Source: an optimization exercise on an open RTL-to-GDS flow (aim: small area, a short achievable clock period and few clock cycles). Production flows keep margins and buffers that such runs may drop. RTL that was checked went through simulation tests only; none was proved equivalent to the original.

==> inputs of job 2485 <==
==> flow/design.v (excerpt) <==
module histogram_top (
  input  logic                             port_0_clock,
  input  logic                             rst,
  input  logic                             in_valid,
  output logic                             in_ready,
  input  logic [hist_pkg::sample_width-1:0] in_sample,
  input  logic                             cmd_valid,
  output logic                             cmd_ready,
  input  logic                             cmd_op,
  input  logic [hist_pkg::bin_width-1:0]   cmd_bin,
  output logic                             rsp_valid,
  output logic [hist_pkg::count_width-1:0] rsp_count
);
==> module histogram_top, before the edit <==
module histogram_top (
  input  logic                             port_0_clock,
  input  logic                             rst,
  input  logic                             in_valid,
  output logic                             in_ready,
  input  logic [hist_pkg::sample_width-1:0] in_sample,
  input  logic                             cmd_valid,
  output logic                             cmd_ready,
  input  logic                             cmd_op,
  input  logic [hist_pkg::bin_width-1:0]   cmd_bin,
  output logic                             rsp_valid,
  output logic [hist_pkg::count_width-1:0] rsp_count
);
  localparam int BW = hist_pkg::bin_width;
  localparam int CW = hist_pkg::count_width;
  localparam int NB = hist_pkg::bin_count;
  function automatic logic [7:0] oct(input logic [2:0] v);
    oct = 8'b0000_0001 << v;
  endfunction
  logic [CW-1:0] mem [NB];
  logic          rdy_q;
  logic          rdy_out_q;
  logic          hold_op;
  logic [BW-1:0] hold_bin;
  logic          s0_v;
  logic          s0_smp;    
  logic          s0_clr;    
  logic [BW-1:0] s0_bin;
  logic [NB-1:0] s0_row;    
  logic          s1_smp;    
  logic          s1_wclr;   
  logic          s1_cmd;    
  logic [BW-1:0] s1_bin;
  logic [CW-1:0] s1_rd_a;   
  logic [CW-1:0] s1_rd_b;   
  logic          s1_fsel;   
  logic [CW-1:0] s1_fd;     
  logic [CW-1:0] s1_rdj;    
  logic [CW-1:0] s1_old;
  logic [CW-1:0] s1_new;
  logic [7:0]    s2_hi;
  logic [7:0]    s2_lo;
  logic [CW-1:0] s2_data;
  logic          acc_in;
  logic          acc_cmd;
  logic [BW-1:0] nxt_bin;
  logic [CW-1:0] rd_a;
  logic [CW-1:0] rd_b;
  logic          s0_isclr;
  logic          hit1;
  logic          hit2;
  assign in_ready  = rdy_out_q;
  assign cmd_ready = rdy_out_q;
  assign acc_in  = in_valid && rdy_q;
  assign acc_cmd = cmd_valid && rdy_q;
  always_ff @(posedge port_0_clock) begin
    if (rst) begin
      rdy_q <= 1'b1;
      rdy_out_q <= 1'b1;
      s0_v <= 1'b0;
    end else begin
      rdy_q <= !(acc_in && acc_cmd);
      rdy_out_q <= !(acc_in && acc_cmd);
      s0_v <= !rdy_q || acc_in || acc_cmd;
    end
  end
  always_comb begin
    if (!rdy_q) begin
      nxt_bin = hold_bin;
    end else if (acc_in) begin
      nxt_bin = in_sample[hist_pkg::sample_width-1 -: BW];
    end else begin
      nxt_bin = cmd_bin;
    end
  end
  always_ff @(posedge port_0_clock) begin
    if (acc_cmd) begin
      hold_op <= cmd_op;
      hold_bin <= cmd_bin;
    end
    if (!rdy_q) begin
      s0_smp <= 1'b0;
      s0_clr <= !hold_op;
    end else if (acc_in) begin
      s0_smp <= 1'b1;
      s0_clr <= 1'b0;
    end else begin
      s0_smp <= 1'b0;
      s0_clr <= !cmd_op;
    end
    s0_bin <= nxt_bin;
    s0_row <= NB'(1) << nxt_bin;
  end
  always_comb begin
    rd_a = '0;
    rd_b = '0;
    for (int r = 0; r < NB/2; r++) begin
      rd_a = rd_a | (mem[r] & {CW{s0_row[r]}});
      rd_b = rd_b | (mem[NB/2+r] & {CW{s0_row[NB/2+r]}});
    end
  end
  assign s0_isclr = !s0_smp && s0_clr;
  assign hit1 = s1_smp && (s1_bin == s0_bin);
  assign hit2 = |(s2_hi & oct(s0_bin[5:3])) && |(s2_lo & oct(s0_bin[2:0]));
  always_ff @(posedge port_0_clock) begin
    if (rst) begin
      s1_smp <= 1'b0;
      s1_wclr <= 1'b0;
      s1_cmd <= 1'b0;
    end else begin
      s1_smp <= s0_v && s0_smp;
      s1_wclr <= s0_v && s0_isclr;
      s1_cmd <= s0_v && !s0_smp;
    end
  end
  always_ff @(posedge port_0_clock) begin
    s1_bin <= s0_bin;
    s1_rd_a <= rd_a;
    s1_rd_b <= rd_b;
    s1_fsel <= s0_isclr || s1_wclr || hit1 || hit2;
    if (s0_isclr || s1_wclr) begin
      s1_fd <= '0;
    end else if (hit1) begin
      s1_fd <= s1_new;
    end else begin
      s1_fd <= s2_data;
    end
  end
  function automatic logic [CW-1:0] sat_inc(input logic [CW-1:0] v);
    sat_inc = (&v) ? v : v + 1'b1;
  endfunction
  assign s1_rdj = s1_rd_a | s1_rd_b;
  assign s1_old = s1_fsel ? s1_fd : s1_rdj;
  assign s1_new = s1_fsel ? sat_inc(s1_fd) : sat_inc(s1_rdj);
  always_ff @(posedge port_0_clock) begin
    if (rst) begin
      s2_hi <= '0;
      rsp_valid <= 1'b0;
    end else begin
      s2_hi <= s1_wclr ? 8'hff : s1_smp ? oct(s1_bin[5:3]) : '0;
      rsp_valid <= s1_cmd;
    end
  end
  always_ff @(posedge port_0_clock) begin
    s2_lo <= s1_wclr ? 8'hff : oct(s1_bin[2:0]);
    s2_data <= s1_wclr ? '0 : s1_new;
    rsp_count <= s1_old;
  end
  for (genvar b = 0; b < NB; b++) begin : g_bin
    logic we;
    assign we = s2_hi[b/8] && s2_lo[b%8];
    always_ff @(posedge port_0_clock) begin
      if (we) begin
        mem[b] <= s2_data;
      end
    end
  end
endmodule
clock: 5.0 ns
lec_check: 0
cap_margin: 20
core_margin: 2
core_utilization: 60
cts_cluster_diameter: 100
cts_cluster_size: 25
setup_slack_margin: 3.0
slew_margin: 60
tns_end_percent: 30
run.sh (not shown) runs the stock make flow with config.mk's settings and CLKGATE_MAP_FILE= SYNTH_SCRIPT=/design/flow/synth_recipe.tcl, a recipe that flattens the netlist after the stock synthesis.
==> inputs of job 6153, as changes to job 2485 <==
--- a/flow/design.v
+++ b/flow/design.v
@@ -51,19 +51,17 @@
   logic          s1_cmd;    
   logic [BW-1:0] s1_bin;
-  logic [CW-1:0] s1_rd_a;   
-  logic [CW-1:0] s1_rd_b;   
+  logic [CW-1:0] s1_rd;     
   logic          s1_fsel;   
   logic [CW-1:0] s1_fd;     
-  logic [CW-1:0] s1_rdj;    
   logic [CW-1:0] s1_old;
   logic [CW-1:0] s1_new;
-  logic [7:0]    s2_hi;
-  logic [7:0]    s2_lo;
+  logic          s2_wclr;
+  logic [7:0]    s2_hi;     
+  logic [7:0]    s2_lo;     
   logic [CW-1:0] s2_data;
   logic          acc_in;
   logic          acc_cmd;
   logic [BW-1:0] nxt_bin;
-  logic [CW-1:0] rd_a;
-  logic [CW-1:0] rd_b;
+  logic [CW-1:0] rd_data;
   logic          s0_isclr;
   logic          hit1;
@@ -112,9 +110,7 @@
   end
   always_comb begin
-    rd_a = '0;
-    rd_b = '0;
-    for (int r = 0; r < NB/2; r++) begin
-      rd_a = rd_a | (mem[r] & {CW{s0_row[r]}});
-      rd_b = rd_b | (mem[NB/2+r] & {CW{s0_row[NB/2+r]}});
+    rd_data = '0;
+    for (int r = 0; r < NB; r++) begin
+      rd_data = rd_data | (mem[r] & {CW{s0_row[r]}});
     end
   end
@@ -135,32 +131,31 @@
   always_ff @(posedge port_0_clock) begin
     s1_bin <= s0_bin;
-    s1_rd_a <= rd_a;
-    s1_rd_b <= rd_b;
-    s1_fsel <= s0_isclr || s1_wclr || hit1 || hit2;
+    s1_rd <= rd_data;
+    s1_fsel <= s0_isclr || s1_wclr || hit1 || s2_wclr || hit2;
     if (s0_isclr || s1_wclr) begin
       s1_fd <= '0;
     end else if (hit1) begin
       s1_fd <= s1_new;
+    end else if (s2_wclr) begin
+      s1_fd <= '0;
     end else begin
       s1_fd <= s2_data;
     end
   end
-  function automatic logic [CW-1:0] sat_inc(input logic [CW-1:0] v);
-    sat_inc = (&v) ? v : v + 1'b1;
-  endfunction
-  assign s1_rdj = s1_rd_a | s1_rd_b;
-  assign s1_old = s1_fsel ? s1_fd : s1_rdj;
-  assign s1_new = s1_fsel ? sat_inc(s1_fd) : sat_inc(s1_rdj);
+  assign s1_old = s1_fsel ? s1_fd : s1_rd;
+  assign s1_new = (&s1_old) ? s1_old : s1_old + 1'b1;
   always_ff @(posedge port_0_clock) begin
     if (rst) begin
+      s2_wclr <= 1'b0;
       s2_hi <= '0;
       rsp_valid <= 1'b0;
     end else begin
-      s2_hi <= s1_wclr ? 8'hff : s1_smp ? oct(s1_bin[5:3]) : '0;
+      s2_wclr <= s1_wclr;
+      s2_hi <= s1_smp ? oct(s1_bin[5:3]) : '0;
       rsp_valid <= s1_cmd;
     end
   end
   always_ff @(posedge port_0_clock) begin
-    s2_lo <= s1_wclr ? 8'hff : oct(s1_bin[2:0]);
+    s2_lo <= oct(s1_bin[2:0]);
     s2_data <= s1_wclr ? '0 : s1_new;
     rsp_count <= s1_old;
@@ -168,5 +163,5 @@
   for (genvar b = 0; b < NB; b++) begin : g_bin
     logic we;
-    assign we = s2_hi[b/8] && s2_lo[b%8];
+    assign we = s2_wclr || (s2_hi[b/8] && s2_lo[b%8]);
     always_ff @(posedge port_0_clock) begin
       if (we) begin
- SETUP_SLACK_MARGIN: 3.0 -> 2.9
- SLEW_MARGIN: 60 -> 20
- TNS_END_PERCENT: 30 -> 15
==> inputs of job 165, as changes to job 2485 <==
- CAP_MARGIN: 20 -> 40
- SLEW_MARGIN: 60 -> 45
==> summary.txt <==
Of job 6153 and job 2485, job 6153 has the higher final area (gap 2.3%, measured against job 2485).
Worst setup slack: job 6153 < job 165 < job 2485.
Between job 2485 and job 6153, the lower die area is in job 6153 (gap 1.2%, measured against job 6153).
Of job 165 and job 6153, job 165 has the higher flip-flop and latch count (gap 15).
Testbench counts of job 6153, summed over its fixed seeds: cycles 23,385.
No functional check of the RTL was part of job 2485 and job 165.

what the ideal ports hide:
How much do the figures lean on ideal ports? The routed layouts below were timed once more, with nothing changed but the port constraints.
Step 1: set_driving_cell puts a clkbuf_16 on port_0_clock and a buf_2 on each other input, an assumption about the parent block.
Step 2 moves the port delays by t, midway between the first and last clock arrival at a register: inputs arrive t later, outputs are due t later. That takes back most of the time a late clock gives input paths.
Slacks: ideal / step 1 / step 2; pairs: ideal / step 1.
run	t, ns	setup WS [ns]	latest minus earliest clock arrival (ns)
job 2485	0.727	2.862 / 2.800 / 2.361	0.041 / 0.040
job 6153	0.726	2.626 / 2.626 / 2.287	0.045 / 0.045
job 165	0.723	2.851 / 2.780 / 2.428	0.020 / 0.020
After both steps every run listed still meets setup and hold. The setup slack of job 2485, which loses most, moves by -0.062 ns with the drivers and by -0.501 ns with both steps.
